Background: an optimization exercise with open tools, aiming at small area and a short achievable clock period. Do not read the settings as production practice. RTL that was checked went through simulation tests only; none was proved equivalent to the original. No activity file was given, so power comes from the tool's default toggle rates.

==> flow/design.v (excerpt) <==
module icmp_echo_top #(
    parameter int unsigned tx_timeout = 1023
)
(
    input  logic        clk,
    input  logic        rstn,
    input  logic        rx_req,
    input  logic [15:0] rx_len,
    input  logic [7:0]  rx_data,
    input  logic        rx_error,
    input  logic        ip_tx_ack,
    input  logic        data_req,
    input  logic        mac_send_end,
    output logic        tx_req,
    output logic        tx_ready,
    output logic [7:0]  tx_data,
    output logic        tx_end
);
==> module icmp_echo_top, before the edit <==
module icmp_echo_top #(
    parameter int unsigned tx_timeout = 1023
)
(
    input  logic        clk,
    input  logic        rstn,
    input  logic        rx_req,
    input  logic [15:0] rx_len,
    input  logic [7:0]  rx_data,
    input  logic        rx_error,
    input  logic        ip_tx_ack,
    input  logic        data_req,
    input  logic        mac_send_end,
    output logic        tx_req,
    output logic        tx_ready,
    output logic [7:0]  tx_data,
    output logic        tx_end
);
    logic s_idle;      
    logic s_recv;      
    logic s_pad;       
    logic s_f1;
    logic s_f2;
    logic s_ver;       
    logic s_start;     
    logic s_wack;      
    logic s_ready;     
    logic s_send;      
    logic s_wend;      
    logic s_done;      
    logic [9:0]  cnt;        
    logic        cnt0;       
    logic        cnt_run;
    logic        last;       
    logic [8:0]  len_m2;     
    logic        len_ok;
    logic        bad;
    logic        tmo;
    logic        chk_ok;
    logic [7:0]  code;
    logic [7:0]  x_chk, x_rep;
    logic        rep_take;   
    logic [7:0]  chk_p, chk_q;
    logic        chk_c;
    logic [7:0]  rep_p, rep_q;
    logic        rep_c;
    logic [8:0]  chk_s, rep_s;
    logic        rep_step;
    logic [8:0]  pos;
    logic [8:0]  pos_next;
    logic [7:0]  rd_data;
    logic [7:0]  next_byte;
    assign tx_req   = s_wack;
    assign tx_ready = s_ready;
    assign len_ok  = (rx_len[15:9] == 7'd0) &&
                     (rx_len[8] ? (rx_len[7:0] <= 8'd8) : (rx_len[7:3] != 5'd0));
    assign bad     = rx_error || (cnt0 && rx_data != 8'd8);
    assign tmo     = (cnt == 10'(tx_timeout));
    assign chk_ok  = (chk_p == 8'hff) && (chk_q == 8'hff);
    assign cnt_run = s_recv || s_send || (s_ready && !data_req);
    always_ff @(posedge clk)
    begin
        if (!rstn)
        begin
            s_idle  <= 1'b1;
            s_recv  <= 1'b0;
            s_pad   <= 1'b0;
            s_f1    <= 1'b0;
            s_f2    <= 1'b0;
            s_ver   <= 1'b0;
            s_start <= 1'b0;
            s_wack  <= 1'b0;
            s_ready <= 1'b0;
            s_send  <= 1'b0;
            s_wend  <= 1'b0;
            s_done  <= 1'b0;
            tx_data <= 8'h00;
            tx_end  <= 1'b0;
        end
        else
        begin
            s_idle  <= (s_idle && !(rx_req && len_ok)) || (s_recv && bad) ||
                       (s_ver && !chk_ok) || s_done;
            s_recv  <= (s_idle && rx_req && len_ok) || (s_recv && !bad && !last);
            s_pad   <= s_recv && !bad && last;
            s_f1    <= s_pad;
            s_f2    <= s_f1;
            s_ver   <= s_f2;
            s_start <= s_ver && chk_ok;
            s_wack  <= s_start || (s_wack && !ip_tx_ack);
            s_ready <= (s_wack && ip_tx_ack) || (s_ready && !data_req && !tmo);
            s_send  <= (s_ready && data_req) || (s_send && !last);
            s_wend  <= (s_send && last) || (s_wend && !mac_send_end);
            s_done  <= (s_ready && !data_req && tmo) || (s_wend && mac_send_end);
            tx_data <= s_send ? next_byte : 8'h00;
            tx_end  <= s_send && last;
        end
    end
    always_ff @(posedge clk)
    begin
        cnt  <= cnt_run ? cnt + 10'd1 : 10'd0;
        cnt0 <= !cnt_run || (cnt == 10'h3ff);
        last <= cnt_run && (cnt == {1'b0, len_m2});
        if (s_idle)
            len_m2 <= rx_len[8:0] - 9'd2;
    end
    always_ff @(posedge clk)
    begin
        if (s_recv)
        begin
            case (cnt)
                10'd1:   code <= rx_data;
                default: ;
            endcase
        end
    end
    assign x_chk = s_recv ? rx_data : 8'h00;
    assign x_rep = rep_take ? rx_data : 8'h00;
    always_ff @(posedge clk)
        rep_take <= rstn && s_recv && !bad && !last && !(cnt == 10'd1 || cnt == 10'd2);
    assign chk_s = icmp_pkg::add8(chk_p, x_chk, chk_c);
    assign rep_s = icmp_pkg::add8(rep_p, x_rep, rep_c);
    assign rep_step = s_recv || s_pad || s_f1 || s_f2 || (s_ver && !len_m2[0]);
    always_ff @(posedge clk)
    begin
        if (s_idle)
        begin
            chk_p <= '0;
            chk_q <= '0;
            chk_c <= 1'b0;
            rep_p <= '0;
            rep_q <= '0;
            rep_c <= 1'b0;
        end
        else
        begin
            chk_p <= chk_q;
            chk_q <= chk_s[7:0];
            chk_c <= chk_s[8];
            if (rep_step)
            begin
                rep_p <= rep_q;
                rep_q <= rep_s[7:0];
                rep_c <= rep_s[8];
            end
        end
    end
    always_comb
    begin
        if (s_idle)
            pos_next = 9'(icmp_pkg::RING_LEN - 5);
        else if (!(s_send && cnt >= 10'd3))
            pos_next = (pos == 9'(icmp_pkg::RING_LEN - 1)) ? 9'd0 : pos + 9'd1;
        else
            pos_next = pos;
    end
    always_ff @(posedge clk)
        pos <= pos_next;
    icmp_payload_ram u_ram (
        .clk     (clk),
        .wr_en   (s_recv),
        .wr_data (rx_data),
        .rd_pos      (pos),
        .rd_pos_next (pos_next),
        .rd_data (rd_data)
    );
    always_comb
    begin
        case (cnt)
            10'd0:   next_byte = 8'd0;
            10'd1:   next_byte = code;
            10'd2:   next_byte = ~rep_p;
            10'd3:   next_byte = ~rep_q;
            default: next_byte = rd_data;    
        endcase
    end
endmodule
clock: 6.0 ns
lec_check: 0
cap_margin: 20
core_margin: 2
core_utilization: 40
cts_cluster_diameter: 100
cts_cluster_size: 28
setup_slack_margin: 3.7
slew_margin: 20
run.sh (not shown) runs the stock make flow with config.mk's settings and CLKGATE_MAP_FILE= SYNTH_SCRIPT=/design/flow/synth_recipe.tcl, a recipe that flattens the netlist after the stock synthesis.
Change:
--- a/flow/design.v
+++ b/flow/design.v
@@ -114,12 +114,14 @@
     logic        len_ok;
     logic        bad;
     logic        tmo;
     logic        chk_ok;
     logic [7:0]  code;
+    logic [7:0]  rx_q;       
+    logic        v_chk;      
+    logic        v_rep;      
     logic [7:0]  x_chk, x_rep;
-    logic        rep_take;   
     logic [7:0]  chk_p, chk_q;
     logic        chk_c;
     logic [7:0]  rep_p, rep_q;
     logic        rep_c;
     logic [8:0]  chk_s, rep_s;
@@ -132,11 +134,11 @@
     assign tx_ready = s_ready;
     assign len_ok  = (rx_len[15:9] == 7'd0) &&
                      (rx_len[8] ? (rx_len[7:0] <= 8'd8) : (rx_len[7:3] != 5'd0));
     assign bad     = rx_error || (cnt0 && rx_data != 8'd8);
     assign tmo     = (cnt == 10'(tx_timeout));
-    assign chk_ok  = (chk_p == 8'hff) && (chk_q == 8'hff);
+    assign chk_ok  = !chk_c && (chk_p == 8'hff) && (chk_q == 8'hff);
     assign cnt_run = s_recv || s_send || (s_ready && !data_req);
     always_ff @(posedge clk)
     begin
         if (!rstn)
         begin
@@ -190,17 +192,21 @@
                 10'd1:   code <= rx_data;
                 default: ;
             endcase
         end
     end
-    assign x_chk = s_recv ? rx_data : 8'h00;
-    assign x_rep = rep_take ? rx_data : 8'h00;
-    always_ff @(posedge clk)
-        rep_take <= rstn && s_recv && !bad && !last && !(cnt == 10'd1 || cnt == 10'd2);
+    always_ff @(posedge clk)
+    begin
+        rx_q  <= rx_data;
+        v_chk <= s_recv;
+        v_rep <= s_recv && !(cnt0 || cnt == 10'd2 || cnt == 10'd3);
+    end
+    assign x_chk = v_chk ? rx_q : 8'h00;
+    assign x_rep = v_rep ? rx_q : 8'h00;
     assign chk_s = icmp_pkg::add8(chk_p, x_chk, chk_c);
     assign rep_s = icmp_pkg::add8(rep_p, x_rep, rep_c);
-    assign rep_step = s_recv || s_pad || s_f1 || s_f2 || (s_ver && !len_m2[0]);
+    assign rep_step = s_recv || s_pad || s_f1 || s_f2 || s_ver || (s_start && !len_m2[0]);
     always_ff @(posedge clk)
     begin
         if (s_idle)
         begin
             chk_p <= '0;
=> Setup slack is better by 0.0058 ns; wire length rises by 1.1%; synthesized cell count stays flat; final area stays flat; via count stays flat; die area barely changes; maximum frequency is about the same.
For the first run of this note, only the layout was checked, not whether the RTL still works.


Setup of the previous run:
The RTL this note starts from:
==> flow/design.v <==
package icmp_pkg;
    localparam int RING_LEN = 256 + 4;
    localparam int TAP_STEP = 8;
endpackage
`timescale 1ns/1ns
module icmp_payload_ram
(
    input  logic       clk,
    input  logic       wr_en,
    input  logic [7:0] wr_data,
    input  logic [8:0] rd_pos,
    input  logic [8:0] rd_pos_next,    
    output logic [7:0] rd_data
);
    localparam int N  = icmp_pkg::RING_LEN;
    localparam int S  = icmp_pkg::TAP_STEP;
    localparam int NG = (N + S - 1) / S;
    logic [7:0] ring [N];
    logic [7:0] grp;
    logic [7:0] dly  [1:S];
    always_ff @(posedge clk)
    begin
        ring[0] <= wr_en ? wr_data : ring[N-1];
        for (int i = 1; i < N; i++)
            ring[i] <= ring[i-1];
    end
    localparam int NH = (NG + 7) / 8;
    logic [NH-1:0] gsel_h;
    logic [7:0]    gsel_l;
    always_ff @(posedge clk)
    begin
        for (int h = 0; h < NH; h++)
            gsel_h[h] <= (rd_pos_next[8:6] == 3'(h));
        for (int l = 0; l < 8; l++)
            gsel_l[l] <= (rd_pos_next[5:3] == 3'(l));
    end
    always_comb
    begin
        grp = '0;
        for (int g = 0; g < NG; g++)
            grp = grp | ({8{gsel_h[g/8] && gsel_l[g%8]}} & ring[g*S]);
    end
    always_ff @(posedge clk)
    begin
        dly[1] <= grp;
        for (int k = 2; k <= S; k++)
            dly[k] <= dly[k-1];
    end
    always_comb
    begin
        rd_data = '0;
        for (int k = 1; k <= S; k++)
            rd_data = rd_data | ({8{rd_pos[2:0] == 3'(k-1)}} & dly[k]);
    end
endmodule
`timescale 1ns/1ns
module icmp_echo_top #(
    parameter int unsigned tx_timeout = 1023
)
(
    input  logic        clk,
    input  logic        rstn,
    input  logic        rx_req,
    input  logic [15:0] rx_len,
    input  logic [7:0]  rx_data,
    input  logic        rx_error,
    input  logic        ip_tx_ack,
    input  logic        data_req,
    input  logic        mac_send_end,
    output logic        tx_req,
    output logic        tx_ready,
    output logic [7:0]  tx_data,
    output logic        tx_end
);
    logic s_idle;      
    logic s_recv;      
    logic s_pad;       
    logic s_f1;
    logic s_f2;
    logic s_ver;       
    logic s_start;     
    logic s_wack;      
    logic s_ready;     
    logic s_send;      
    logic s_wend;      
    logic s_done;      
    logic [9:0]  cnt;        
    logic        cnt0;       
    logic        cnt_run;
    logic        last;       
    logic [8:0]  len;        
    logic        len_ok;
    logic        bad;
    logic        tmo;
    logic        chk_ok;
    logic [7:0]  code;
    logic [7:0]  rx_q;       
    logic        v_chk;      
    logic        v_rep;      
    logic [7:0]  x_chk, x_rep;
    logic [7:0]  chk_p, chk_q;
    logic        chk_c;
    logic [7:0]  rep_p, rep_q;
    logic        rep_c;
    logic [8:0]  chk_s, rep_s;
    logic        rep_step;
    logic [8:0]  pos;
    logic [8:0]  pos_next;
    logic [7:0]  rd_data;
    logic [7:0]  next_byte;
    assign tx_req   = s_wack;
    assign tx_ready = s_ready;
    assign len_ok  = (rx_len[15:9] == 7'd0) &&
                     (rx_len[8] ? (rx_len[7:0] <= 8'd8) : (rx_len[7:3] != 5'd0));
    assign bad     = rx_error || (cnt0 && rx_data != 8'd8);
    assign tmo     = (cnt == 10'(tx_timeout));
    assign chk_ok  = !chk_c && (chk_p == 8'hff) && (chk_q == 8'hff);
    assign cnt_run = s_recv || s_send || (s_ready && !data_req);
    always_ff @(posedge clk)
    begin
        if (!rstn)
        begin
            s_idle  <= 1'b1;
            s_recv  <= 1'b0;
            s_pad   <= 1'b0;
            s_f1    <= 1'b0;
            s_f2    <= 1'b0;
            s_ver   <= 1'b0;
            s_start <= 1'b0;
            s_wack  <= 1'b0;
            s_ready <= 1'b0;
            s_send  <= 1'b0;
            s_wend  <= 1'b0;
            s_done  <= 1'b0;
            tx_data <= 8'h00;
            tx_end  <= 1'b0;
        end
        else
        begin
            s_idle  <= (s_idle && !(rx_req && len_ok)) || (s_recv && bad) ||
                       (s_ver && !chk_ok) || s_done;
            s_recv  <= (s_idle && rx_req && len_ok) || (s_recv && !bad && !last);
            s_pad   <= s_recv && !bad && last;
            s_f1    <= s_pad;
            s_f2    <= s_f1;
            s_ver   <= s_f2;
            s_start <= s_ver && chk_ok;
            s_wack  <= s_start || (s_wack && !ip_tx_ack);
            s_ready <= (s_wack && ip_tx_ack) || (s_ready && !data_req && !tmo);
            s_send  <= (s_ready && data_req) || (s_send && !last);
            s_wend  <= (s_send && last) || (s_wend && !mac_send_end);
            s_done  <= (s_ready && !data_req && tmo) || (s_wend && mac_send_end);
            tx_data <= s_send ? next_byte : 8'h00;
            tx_end  <= s_send && last;
        end
    end
    always_ff @(posedge clk)
    begin
        cnt  <= cnt_run ? cnt + 10'd1 : 10'd0;
        cnt0 <= !cnt_run || (cnt == 10'h3ff);
        last <= cnt_run && (cnt + 10'd2 == {1'b0, len});
        if (s_idle)
            len <= rx_len[8:0];
    end
    always_ff @(posedge clk)
    begin
        if (s_recv)
        begin
            case (cnt)
                10'd1:   code <= rx_data;
                default: ;
            endcase
        end
    end
    always_ff @(posedge clk)
    begin
        rx_q  <= rx_data;
        v_chk <= s_recv;
        v_rep <= s_recv && !(cnt0 || cnt == 10'd2 || cnt == 10'd3);
    end
    assign x_chk = v_chk ? rx_q : 8'h00;
    assign x_rep = v_rep ? rx_q : 8'h00;
    assign chk_s = {1'b0, chk_p} + {1'b0, x_chk} + {8'h00, chk_c};
    assign rep_s = {1'b0, rep_p} + {1'b0, x_rep} + {8'h00, rep_c};
    assign rep_step = s_recv || s_pad || s_f1 || s_f2 || s_ver || (s_start && !len[0]);
    always_ff @(posedge clk)
    begin
        if (s_idle)
        begin
            chk_p <= '0;
            chk_q <= '0;
            chk_c <= 1'b0;
            rep_p <= '0;
            rep_q <= '0;
            rep_c <= 1'b0;
        end
        else
        begin
            chk_p <= chk_q;
            chk_q <= chk_s[7:0];
            chk_c <= chk_s[8];
            if (rep_step)
            begin
                rep_p <= rep_q;
                rep_q <= rep_s[7:0];
                rep_c <= rep_s[8];
            end
        end
    end
    always_comb
    begin
        if (s_idle)
            pos_next = 9'(icmp_pkg::RING_LEN - 5);
        else if (!(s_send && cnt >= 10'd3))
            pos_next = (pos == 9'(icmp_pkg::RING_LEN - 1)) ? 9'd0 : pos + 9'd1;
        else
            pos_next = pos;
    end
    always_ff @(posedge clk)
        pos <= pos_next;
    icmp_payload_ram u_ram (
        .clk     (clk),
        .wr_en   (s_recv),
        .wr_data (rx_data),
        .rd_pos      (pos),
        .rd_pos_next (pos_next),
        .rd_data (rd_data)
    );
    always_comb
    begin
        case (cnt)
            10'd0:   next_byte = 8'd0;
            10'd1:   next_byte = code;
            10'd2:   next_byte = ~rep_p;
            10'd3:   next_byte = ~rep_q;
            default: next_byte = rd_data;    
        endcase
    end
endmodule
export LEC_CHECK = 0
export CAP_MARGIN = 20
export CORE_MARGIN = 2
export CORE_UTILIZATION = 40
export CTS_CLUSTER_DIAMETER = 100
export CTS_CLUSTER_SIZE = 25
export SETUP_SLACK_MARGIN = 3.7
export SLEW_MARGIN = 20
create_clock -name core_clock -period 6.0 [get_ports {clk}]
diff inputs: the previous run => the current run
--- a/flow/design.v
+++ b/flow/design.v
@@ -1,8 +1,30 @@
 package icmp_pkg;
     localparam int RING_LEN = 256 + 4;
     localparam int TAP_STEP = 8;
+    function automatic logic [8:0] add8(input logic [7:0] a, input logic [7:0] b,
+                                        input logic ci);
+        logic [7:0] g, p, gg, pp, gn, pn;
+        g  = a & b;
+        p  = a ^ b;
+        gg = g;
+        pp = p;
+        gg[0] = g[0] | (p[0] & ci);
+        for (int d = 1; d < 8; d = d * 2)
+        begin
+            gn = gg;
+            pn = pp;
+            for (int i = d; i < 8; i++)
+            begin
+                gn[i] = gg[i] | (pp[i] & gg[i-d]);
+                pn[i] = pp[i] & pp[i-d];
+            end
+            gg = gn;
+            pp = pn;
+        end
+        add8 = {gg[7], p ^ {gg[6:0], ci}};
+    endfunction
 endpackage
 `timescale 1ns/1ns
 module icmp_payload_ram
 (
     input  logic       clk,
@@ -86,11 +108,11 @@
     logic s_done;      
     logic [9:0]  cnt;        
     logic        cnt0;       
     logic        cnt_run;
     logic        last;       
-    logic [8:0]  len;        
+    logic [8:0]  len_m2;     
     logic        len_ok;
     logic        bad;
     logic        tmo;
     logic        chk_ok;
     logic [7:0]  code;
@@ -156,13 +178,13 @@
     end
     always_ff @(posedge clk)
     begin
         cnt  <= cnt_run ? cnt + 10'd1 : 10'd0;
         cnt0 <= !cnt_run || (cnt == 10'h3ff);
-        last <= cnt_run && (cnt + 10'd2 == {1'b0, len});
+        last <= cnt_run && (cnt == {1'b0, len_m2});
         if (s_idle)
-            len <= rx_len[8:0];
+            len_m2 <= rx_len[8:0] - 9'd2;
     end
     always_ff @(posedge clk)
     begin
         if (s_recv)
         begin
@@ -178,13 +200,13 @@
         v_chk <= s_recv;
         v_rep <= s_recv && !(cnt0 || cnt == 10'd2 || cnt == 10'd3);
     end
     assign x_chk = v_chk ? rx_q : 8'h00;
     assign x_rep = v_rep ? rx_q : 8'h00;
-    assign chk_s = {1'b0, chk_p} + {1'b0, x_chk} + {8'h00, chk_c};
-    assign rep_s = {1'b0, rep_p} + {1'b0, x_rep} + {8'h00, rep_c};
-    assign rep_step = s_recv || s_pad || s_f1 || s_f2 || s_ver || (s_start && !len[0]);
+    assign chk_s = icmp_pkg::add8(chk_p, x_chk, chk_c);
+    assign rep_s = icmp_pkg::add8(rep_p, x_rep, rep_c);
+    assign rep_step = s_recv || s_pad || s_f1 || s_f2 || s_ver || (s_start && !len_m2[0]);
     always_ff @(posedge clk)
     begin
         if (s_idle)
         begin
             chk_p <= '0;
### Flow results
- Changes observed in the current run relative to the previous run: fraction of the cycle the final worst path needs has remained practically unchanged; share of post-route cells with drive strength above 1 has increased; wire length has remained practically unchanged.
- Lower routed length on met2 goes to the current run over the previous run.
- When the current run is measured against the previous run, its cell count turns out 0.88% lower.
- For non-clock buffer count in the final layout, dividing the value from the previous run by the value from the current run gives 0.833.
- Clock skew after layout: the current run vs the previous run up 7.4 ps
- Looking at synthesized area across both flows, the current run is the stronger of the two, with the previous run trailing.
- Sort the current run and the previous run by sequential element share of the synthesized area desc -> top: the current run
- On global router's overall resource usage, the previous run tracks the current run almost exactly.
- Diff the previous run..the current run | combinational cell fraction of total power | negligible
For the previous run, only the layout was checked, not whether the RTL still works.

-- separate check: timing with driven ports --
The flow's constraints put no driver on any port. The routed layouts listed below were extracted and timed again, unchanged, in two steps.
Step 1 sets driving cells, clkbuf_16 on the clock port and buf_2 on the other inputs (assumed; they add their load-dependent delay and slew).
Step 2 adds t to the input delays and takes it off the output delays; t is the mean of the earliest and latest rising clock arrival at the registers after step 1. Input paths then give back, and output paths get back, about the clock's delay inside the block.
Slacks: ideal ports / drivers / drivers and shift; pairs: ideal ports / drivers.
run	shift t [ns]	setup WS [ns]	worst register clock-pin slew, ns
the first run of note 1	0.730	3.660 / 3.609 / 2.974	0.12 / 0.12
the second run of note 1	0.733	3.665 / 3.595 / 3.063	0.11 / 0.11
the previous run	0.736	3.668 / 3.602 / 3.046	0.10 / 0.10
the current run	0.745	3.667 / 3.595 / 3.063	0.10 / 0.10
After both steps every run listed still meets setup and hold. The setup slack of the first run of note 1, which loses most, moves by -0.051 ns with the drivers and by -0.686 ns with both steps.
